This design comes from an exercise in tuning for small area on the open sky130 flow, not from production work. Function was checked by simulation only, so behaviour that the tests miss may differ from the original. No activity file was given, so power comes from the tool's default toggle rates.

## flow/design.v

```verilog
package skin_box_pkg;
    typedef logic [9:0] coord_t;
    typedef logic [7:0] chroma_t;
    typedef logic [3:0]  region_idx_t;
    localparam int DEF_FRAME_WIDTH  = 640;
    localparam int DEF_FRAME_HEIGHT = 480;
    localparam int DEF_TILE_WIDTH   = 160;
    localparam int DEF_TILE_HEIGHT  = 160;
    localparam int GRID_COLS   = 4;
    localparam int GRID_ROWS   = 3;
    localparam int NUM_REGIONS = GRID_COLS * GRID_ROWS;
    localparam chroma_t BOX_U_MIN = 8'd95;
    localparam chroma_t BOX_U_MAX = 8'd110;
    localparam chroma_t BOX_V_MIN = 8'd145;
    localparam chroma_t BOX_V_MAX = 8'd160;
    localparam chroma_t WIDE_U_MIN = 8'd113;
    localparam chroma_t WIDE_U_MAX = 8'd190;
    localparam chroma_t WIDE_V_MIN = 8'd113;
    localparam chroma_t WIDE_V_MAX = 8'd190;
endpackage
`timescale 1ns/1ns
import skin_box_pkg::*;
module yuv_capture
(
    input  logic    pclk,
    input  logic    reset,
    input  logic    vsync,
    input  logic    href,
    input  logic    config_done,
    input  logic [7:0] cam_data,
    output logic [9:0]  x_coord,
    output logic [9:0]  y_coord,
    output logic [7:0] chroma_u,
    output logic [7:0] chroma_v,
    output logic    sample_strobe
);
    typedef enum logic [1:0] {
        s_idle,
        s_write,
        s_end_row
    } state_t;
    state_t     state;
    state_t     state_next;
    logic [1:0] byte_phase;
    logic       byte_valid;
    logic       strobe_q;
    always_comb begin
        state_next = state;
        case (state)
            s_idle: begin
                if (href && config_done) begin
                    state_next = s_write;
                end
            end
            s_write: begin
                if (!href) begin
                    state_next = s_end_row;
                end
            end
            s_end_row: begin
                state_next = href ? s_write : s_idle;
            end
            default: begin
                state_next = s_idle;
            end
        endcase
    end
    assign byte_valid = href && ((state == s_write) || (state == s_idle && config_done));
    always_ff @(posedge pclk or posedge reset) begin
        if (reset) begin
            state      <= s_idle;
            byte_phase <= 2'd0;
            x_coord    <= '0;
            y_coord    <= '0;
            chroma_u   <= '0;
            chroma_v   <= '0;
            strobe_q   <= 1'b0;
        end else if (vsync) begin
            state      <= s_idle;
            byte_phase <= 2'd0;
            x_coord    <= '0;
            y_coord    <= '0;
            chroma_u   <= '0;
            chroma_v   <= '0;
            strobe_q   <= 1'b0;
        end else begin
            state    <= state_next;
            strobe_q <= 1'b0;
            if (state == s_end_row) begin
                byte_phase <= 2'd0;
                x_coord    <= '0;
                y_coord    <= y_coord + 10'd1;
            end else if (byte_valid) begin
                byte_phase <= byte_phase + 2'd1;
                case (byte_phase)
                    2'd1: begin
                        chroma_u <= cam_data;
                        x_coord  <= x_coord + 10'd1;
                    end
                    2'd3: begin
                        chroma_v <= cam_data;
                        x_coord  <= x_coord + 10'd1;
                        strobe_q <= 1'b1;
                    end
                    default: begin
                    end
                endcase
            end
        end
    end
    assign sample_strobe = strobe_q && !vsync;
endmodule
`timescale 1ns/1ns
import skin_box_pkg::*;
module chroma_classifier
(
    input  logic [7:0] chroma_u,
    input  logic [7:0] chroma_v,
    output logic    box_hit,
    output logic    skin_wide
);
    logic u_in_box;
    logic v_in_box;
    logic u_in_wide;
    logic v_in_wide;
    function automatic logic in_window(
        input logic [7:0] value,
        input logic [7:0] lo,
        input logic [7:0] hi
    );
        logic above_lo;
        logic below_hi;
        above_lo = (value >= lo);
        below_hi = (value <= hi);
        in_window = above_lo && below_hi;
    endfunction
    assign u_in_box = in_window(chroma_u, BOX_U_MIN, BOX_U_MAX);
    assign v_in_box = in_window(chroma_v, BOX_V_MIN, BOX_V_MAX);
    assign box_hit  = u_in_box && v_in_box;
    assign u_in_wide = in_window(chroma_u, WIDE_U_MIN, WIDE_U_MAX);
    assign v_in_wide = in_window(chroma_v, WIDE_V_MIN, WIDE_V_MAX);
    assign skin_wide = u_in_wide && v_in_wide;
endmodule
`timescale 1ns/1ns
import skin_box_pkg::*;
module region_box_tracker
#(
    parameter int FRAME_WIDTH = skin_box_pkg::DEF_FRAME_WIDTH,
    parameter int TILE_WIDTH  = skin_box_pkg::DEF_TILE_WIDTH,
    parameter int TILE_HEIGHT = skin_box_pkg::DEF_TILE_HEIGHT
) (
    input  logic   pclk,
    input  logic   reset,
    input  logic   vsync,
    input  logic   sample_strobe,
    input  logic   box_hit,
    input  logic [9:0] x_coord,
    input  logic [9:0] y_coord,
    output logic [skin_box_pkg::NUM_REGIONS*10-1:0] box_min_x,
    output logic [skin_box_pkg::NUM_REGIONS*10-1:0] box_max_x,
    output logic [skin_box_pkg::NUM_REGIONS*10-1:0] box_min_y,
    output logic [skin_box_pkg::NUM_REGIONS*10-1:0] box_max_y
);
    localparam logic [9:0] EMPTY_MIN = 10'(FRAME_WIDTH + 1);
    logic [9:0]  tile_col;
    logic [9:0]  tile_row;
    logic        in_grid;
    logic [3:0]  region_idx;
    logic        update;
    assign tile_col = 10'(x_coord / TILE_WIDTH);
    assign tile_row = 10'(y_coord / TILE_HEIGHT);
    assign in_grid = (tile_col < 10'(GRID_COLS)) && (tile_row < 10'(GRID_ROWS));
    assign region_idx = 4'(tile_row * GRID_COLS + tile_col);
    assign update = sample_strobe && box_hit && in_grid;
    for (genvar r = 0; r < NUM_REGIONS; r++) begin : g_region
        logic sel;
        assign sel = update && (region_idx == 4'(r));
        always_ff @(posedge pclk or posedge reset) begin
            if (reset) begin
                box_min_x[10*r +: 10] <= EMPTY_MIN;
                box_max_x[10*r +: 10] <= '0;
                box_min_y[10*r +: 10] <= EMPTY_MIN;
                box_max_y[10*r +: 10] <= '0;
            end else if (vsync) begin
                box_min_x[10*r +: 10] <= EMPTY_MIN;
                box_max_x[10*r +: 10] <= '0;
                box_min_y[10*r +: 10] <= EMPTY_MIN;
                box_max_y[10*r +: 10] <= '0;
            end else if (sel) begin
                if (x_coord < box_min_x[10*r +: 10]) begin
                    box_min_x[10*r +: 10] <= x_coord;
                end
                if (x_coord > box_max_x[10*r +: 10]) begin
                    box_max_x[10*r +: 10] <= x_coord;
                end
                if (y_coord < box_min_y[10*r +: 10]) begin
                    box_min_y[10*r +: 10] <= y_coord;
                end
                if (y_coord > box_max_y[10*r +: 10]) begin
                    box_max_y[10*r +: 10] <= y_coord;
                end
            end
        end
    end
endmodule
`timescale 1ns/1ns
import skin_box_pkg::*;
module skin_box_top
#(
    parameter int FRAME_WIDTH = skin_box_pkg::DEF_FRAME_WIDTH,
    parameter int TILE_WIDTH  = skin_box_pkg::DEF_TILE_WIDTH,
    parameter int TILE_HEIGHT = skin_box_pkg::DEF_TILE_HEIGHT
) (
    input  logic    pclk,
    input  logic    reset,
    input  logic    vsync,
    input  logic    href,
    input  logic    config_done,
    input  logic [7:0] cam_data,
    output logic [9:0]  x_coord,
    output logic [9:0]  y_coord,
    output logic    skin_wide,
    output logic    box_hit,
    output logic [skin_box_pkg::NUM_REGIONS*10-1:0] box_min_x,
    output logic [skin_box_pkg::NUM_REGIONS*10-1:0] box_max_x,
    output logic [skin_box_pkg::NUM_REGIONS*10-1:0] box_min_y,
    output logic [skin_box_pkg::NUM_REGIONS*10-1:0] box_max_y
);
    logic [7:0] chroma_u;
    logic [7:0] chroma_v;
    logic    sample_strobe;
    yuv_capture u_capture (
        .pclk          (pclk),
        .reset         (reset),
        .vsync         (vsync),
        .href          (href),
        .config_done   (config_done),
        .cam_data      (cam_data),
        .x_coord       (x_coord),
        .y_coord       (y_coord),
        .chroma_u      (chroma_u),
        .chroma_v      (chroma_v),
        .sample_strobe (sample_strobe)
    );
    chroma_classifier u_classifier (
        .chroma_u  (chroma_u),
        .chroma_v  (chroma_v),
        .box_hit   (box_hit),
        .skin_wide (skin_wide)
    );
    region_box_tracker #(
        .FRAME_WIDTH (FRAME_WIDTH),
        .TILE_WIDTH  (TILE_WIDTH),
        .TILE_HEIGHT (TILE_HEIGHT)
    ) u_tracker (
        .pclk          (pclk),
        .reset         (reset),
        .vsync         (vsync),
        .sample_strobe (sample_strobe),
        .box_hit       (box_hit),
        .x_coord       (x_coord),
        .y_coord       (y_coord),
        .box_min_x     (box_min_x),
        .box_max_x     (box_max_x),
        .box_min_y     (box_min_y),
        .box_max_y     (box_max_y)
    );
endmodule
```

## flow/run.sh

```bash
#!/bin/bash
# synth_recipe.tcl (not shown) runs the flow's synth.tcl, then flattens the netlist and writes it again
# the make line also repeats each setting of config.mk as NAME=value (left out here)
make -C /OpenROAD-flow-scripts/flow DESIGN_CONFIG=/design/flow/config.mk WORK_HOME=/design/flow/orfs CLKGATE_MAP_FILE= SYNTH_SCRIPT=/design/flow/synth_recipe.tcl finish
```

## flow/config.mk

```make
export PLATFORM = sky130hd
export DESIGN_NAME = skin_box_top
export DESIGN_NICKNAME = skin_box_top
export VERILOG_FILES = /design/flow/design.v
export SDC_FILE = /design/flow/constraint.sdc
export NUM_CORES = 4
export LEC_CHECK = 0
export CAP_MARGIN = 20
export CORE_MARGIN = 2
export CORE_UTILIZATION = 40
export SLEW_MARGIN = 20
```

## flow/constraint.sdc

```tcl
create_clock -name core_clock -period 8.0 [get_ports {pclk}]
set_input_delay 1.6000 -clock core_clock [delete_from_list [all_inputs] [get_ports {pclk}]]
set_output_delay 1.6000 -clock core_clock [all_outputs]
set_load 0.01 [all_outputs]
```

==> results.txt <==
cells by family (layout without fill, tap and decap cells):
| family | Yosys count | after routing | share of synthesized area (%) |
|---|---|---|---|
| DFF | 521 | 521 | 39.6 |
| muxes | 306 | 306 | 9.29 |
| and+or+nand+nor | 865 | 865 | 13.0 |
| AOI/OAI and AO/OA | 588 | 588 | 12.5 |
| buffers and inverters | 648 | 1151 | 7.60 |
| xor gates and xnor gates | 17 | 17 | 0.449 |
| adders and majority gates | 465 | 465 | 17.6 |
critical path, delay by kind of cell, from the launching register on:
family | cells | cell delay, ns
flops | 1 | 0.64
compound gates | 3 | 0.91
fa+ha+maj | 2 | 0.73
simple gates | 6 | 2.46
buf+inv | 2 | 0.44
path summary, 6_finish.rpt:
check                      slack [ns]                             endpoint                           startpoint
setup / recovery                 2.64  u_tracker.box_max_y[59]$_DFFE_PP0P_     u_capture.y_coord[7]$_DFFE_PP0P_
hold / removal                   0.49  u_tracker.box_min_y[29]$_DFFE_PP1P_  u_tracker.box_min_y[29]$_DFFE_PP1P_
setup reg to reg                 2.64  u_tracker.box_max_y[59]$_DFFE_PP0P_     u_capture.y_coord[7]$_DFFE_PP0P_
hold reg to reg                  0.49  u_tracker.box_min_y[29]$_DFFE_PP1P_  u_tracker.box_min_y[29]$_DFFE_PP1P_
max in group asynchronous        4.81     u_capture.y_coord[8]$_DFFE_PP0P_                                reset
min in group asynchronous        1.49  u_tracker.box_min_x[18]$_DFFE_PP0P_                                reset
cell type report:
type,count,area (sq um),area share [%]
clock buffer,105,1870,4.52
inverter,458,1730,4.18
timing repair buffer,580,5690,13.7
tap,1070,1340,3.23
sequential,521,13100,31.7
clock inverter,8,45.0,0.109
multi-input combinational,2241,17600,42.5
synth_stat cells, types with 72 or more instances:
master | instances | share of area [%]
a21o_1 | 79 | 1.8
a21oi_1 | 119 | 1.8
a31o_2 | 114 | 3.0
clkbuf_1 | 133 | 1.5
dfrtp_1 | 449 | 34
dfstp_2 | 72 | 5.7
ha_1 | 465 | 18
inv_1 | 457 | 5.2
mux2i_1 | 300 | 9.1
nand2_1 | 333 | 3.8
nor2_1 | 116 | 1.3
nor4_1 | 113 | 2.1
o21ai_0 | 80 | 1.2
power groups by stage:
stage | combinational (mW) | sequential [mW] | clock [mW]
2_1_floorplan | 0.111 | 2.69 | 0
3_3_place_gp | 0.190 | 2.69 | 0
3_5_place_dp | 0.190 | 2.69 | 0
4_1_cts | 0.190 | 2.64 | 2.78
5_1_grt | 0.207 | 2.64 | 2.90
6_report | 0.187 | 2.64 | 2.73
registers in the layout, summed over array words and instances, names as in the netlist:
register	cells
u_tracker.box_max_x	120
u_tracker.box_max_y	120
u_tracker.box_min_x	120
u_tracker.box_min_y	120
u_capture.x_coord	10
u_capture.y_coord	10
u_capture.chroma_u	8
u_capture.chroma_v	8
u_capture.byte_phase	2
u_capture.state	2
u_capture.strobe_q	1
per-stage QoR:
step           cell area, sq um  hold WS [ns]  worst slack (ns)  power, mW
2_1_floorplan             33100         0.483            -0.619       2.80
3_3_place_gp              39500         0.480              2.67       2.88
3_5_place_dp              39500         0.489              2.67       2.88
4_1_cts                   41400         0.498              2.65       5.62
5_1_grt                   41400         0.528              2.34       5.75
6_report                  41400         0.494              2.64       5.56
routing by layer:
metal,up-vias,part of all wire [%]
li1,12900,-
met1,13900,45
met2,815,46
met3,183,5.3
met4,0,3.4
met5,-,0
==> metrics.md <==
| Metric | Value |
|---|---|
| Most frequent cells in the layout | `clkdlybuf4s50_1, ha_1, inv_1` |
| Reg clk slew, reported paths | `0.06 ns` |
| Startpoint types | `flop` |
| Synthesized area per cell | `9.72 sq um` |
| Syn Nets | `roughly 3900` |
| Initial antenna violation count | `3` |
| Die Y | `292 microns` |
| Fin util | `between 50% and 60%` |
| Most common cell after layout, fill and taps aside | `clkdlybuf4s50_1` |
| FMAX | `~0.19 GHz` |
| Ys async rst share | `100%` |
| R2R depth | `13` |
| Hold Path Class | `reg2reg` |
| TritonCTS clock tree | `built` |
| DP HPWL | `roughly 80000 microns` |
| Main flop type after synthesis | `dfrtp_1` |
| Vias | `around 28000` |
| Non-filler cells, final | `4983` |
| H-tree depth | `2` |
| Slew @ Worst Pin | `approximately 1.1 ns` |
| Synth cell types | `70` |
| Drt wl/cell | `24.2 microns` |
| Psw | `1.32 mW` |
| GRT met1 Usage | `between 30 and 40%` |
| Post-CTS setup buffers | `0` |
| Relative slew slack | `a little over a quarter` |
| RSZ-0062 raised after global routing | `no` |
| Tot GR Track Use | `approximately 28%` |
| Fin. Hold Viols | `0` |
| Tcrit/Tclk final | `roughly 67%` |
| CP endpoint kind | `flop` |
| Switching part of the total power | `23.7%` |
| Clock latency on the worst-skew pair | `about 0.64 ns` |
| WP data arrival | `about 6 ns` |
| Die area | `0.0852 sq mm` |
| Max cap viols | `0` |
| Worst vdd ir | `between 0.0001 and 0.00015 V` |
| Cell mode on critical path | `ha_1` |
| Power Density | `around 130 mW/mm^2` |
| Synthesized instance count | `between 3000 and 4000` |
| GP Congestion | `between 0.8 and 0.9` |
| Largest net degree at the start of global routing | `147` |
| GR Overflow Total | `0` |
| Met3 Use GR | `3.77%` |
| Initial Util | `about two fifths` |
| First-pass GRT wire length | `181000 microns` |
| CP Cell Sequence | `nor2_1 -> inv_1 -> ha_1 -> o31a_1 -> or2_2 -> o311ai_0 -> nand2_1 -> ha_1 -> nor4b_1 -> a41oi_4 -> buf_4 -> or4_1 -> and3_1` |
| Critical Path Fanout Max | `25` |
| Number of enable flip-flop cells after synthesis | `0` |
| CTS root buffer | `clkbuf_16` |
| Synthesized flop and latch total | `~520` |
| Num CTS Buffers | `between 60 and 70` |
| Setup Crit Path Kind | `reg2reg` |
| Leak | `slightly above 20 nW` |
| Ant. Diodes | `0` |
| Clock power share | `49.1%` |
| Synth-to-Final Area Change | `25.0%` |
| Critical path's slowest cell | `or4_1` |
| Netlist area before placement | `~0.033 sq mm` |
| CP required | `between 8 and 9 ns` |
| Die width | `roughly 290 microns` |
| Final clock skew | `between 0.01 and 0.015 ns` |
| Detailed Routing Iterations Pass 1 | `6` |
| Fill cells | `about 7600` |
| Core area | `around 0.082 sq mm` |
| Nets | `approximately 4300` |
| Longest Clk Path Bufs | `3` |
| PortBufs | `just over 500` |
| Routing usage on met2 | `between 40 and 50%` |
| # hold bufs at CTS | `0` |
| ANT nets after route | `0` |
| DRT iter0 DRCs | `roughly 1900` |
| Detailed-route wire length | `~120000 microns` |
| Number of I/O pins | `between 500 and 600` |
| Grt peak-use layer | `met2` |
| Rows | `~110` |
| Number of global-route vias before repair | `about 28000` |
| Period minus WS final | `between 5 and 6 ns` |
| Slew Limit Fails | `0` |
| Endpoints failing setup | `0` |
| Drt drc | `0` |
| Largest stage delay, worst path | `0.82 ns` |
| CTS sink cnt | `roughly 520` |
| Register area share after synthesis | `about two fifths` |
| Warnings, synthesis | `3` |
| Pint | `between 4 and 5 mW` |
| Inst Count DP | `just under 5000` |
| Outcome | `finished clean` |
| Share of post-route cells with drive strength above 1 | `slightly below 10%` |
| Fin Setup TNS | `0 ns` |
| CTS resizes | `0` |
| Share of power burned in registers | `between 40% and 50%` |
| Hold Path Stages | `2` |
| Vias per inst | `approximately 5.6` |
| Comb pwr share | `3.4%` |

## port drivers added, routing unchanged
Ports are ideal in the flow. The routed layout listed here was re-timed in OpenROAD.
Step 1, drivers: a clkbuf_16 drives pclk and a buf_2 each remaining input, both assumed.
Step 2, shift: input delay + t, output delay - t, t = (earliest + latest rising clock arrival at the registers) / 2. This alone moves slack from input paths to output paths.
Three values: ideal, step 1, step 2; two values: the first two.
shift t [ns]: 0.695
setup slack, ns: 2.644 / 2.644 / 2.644
worst setup path at the end: register to register
After both steps setup and hold are still met in this run. The setup slack of this run moves by 0.000 ns with the drivers and by 0.000 ns with both steps.
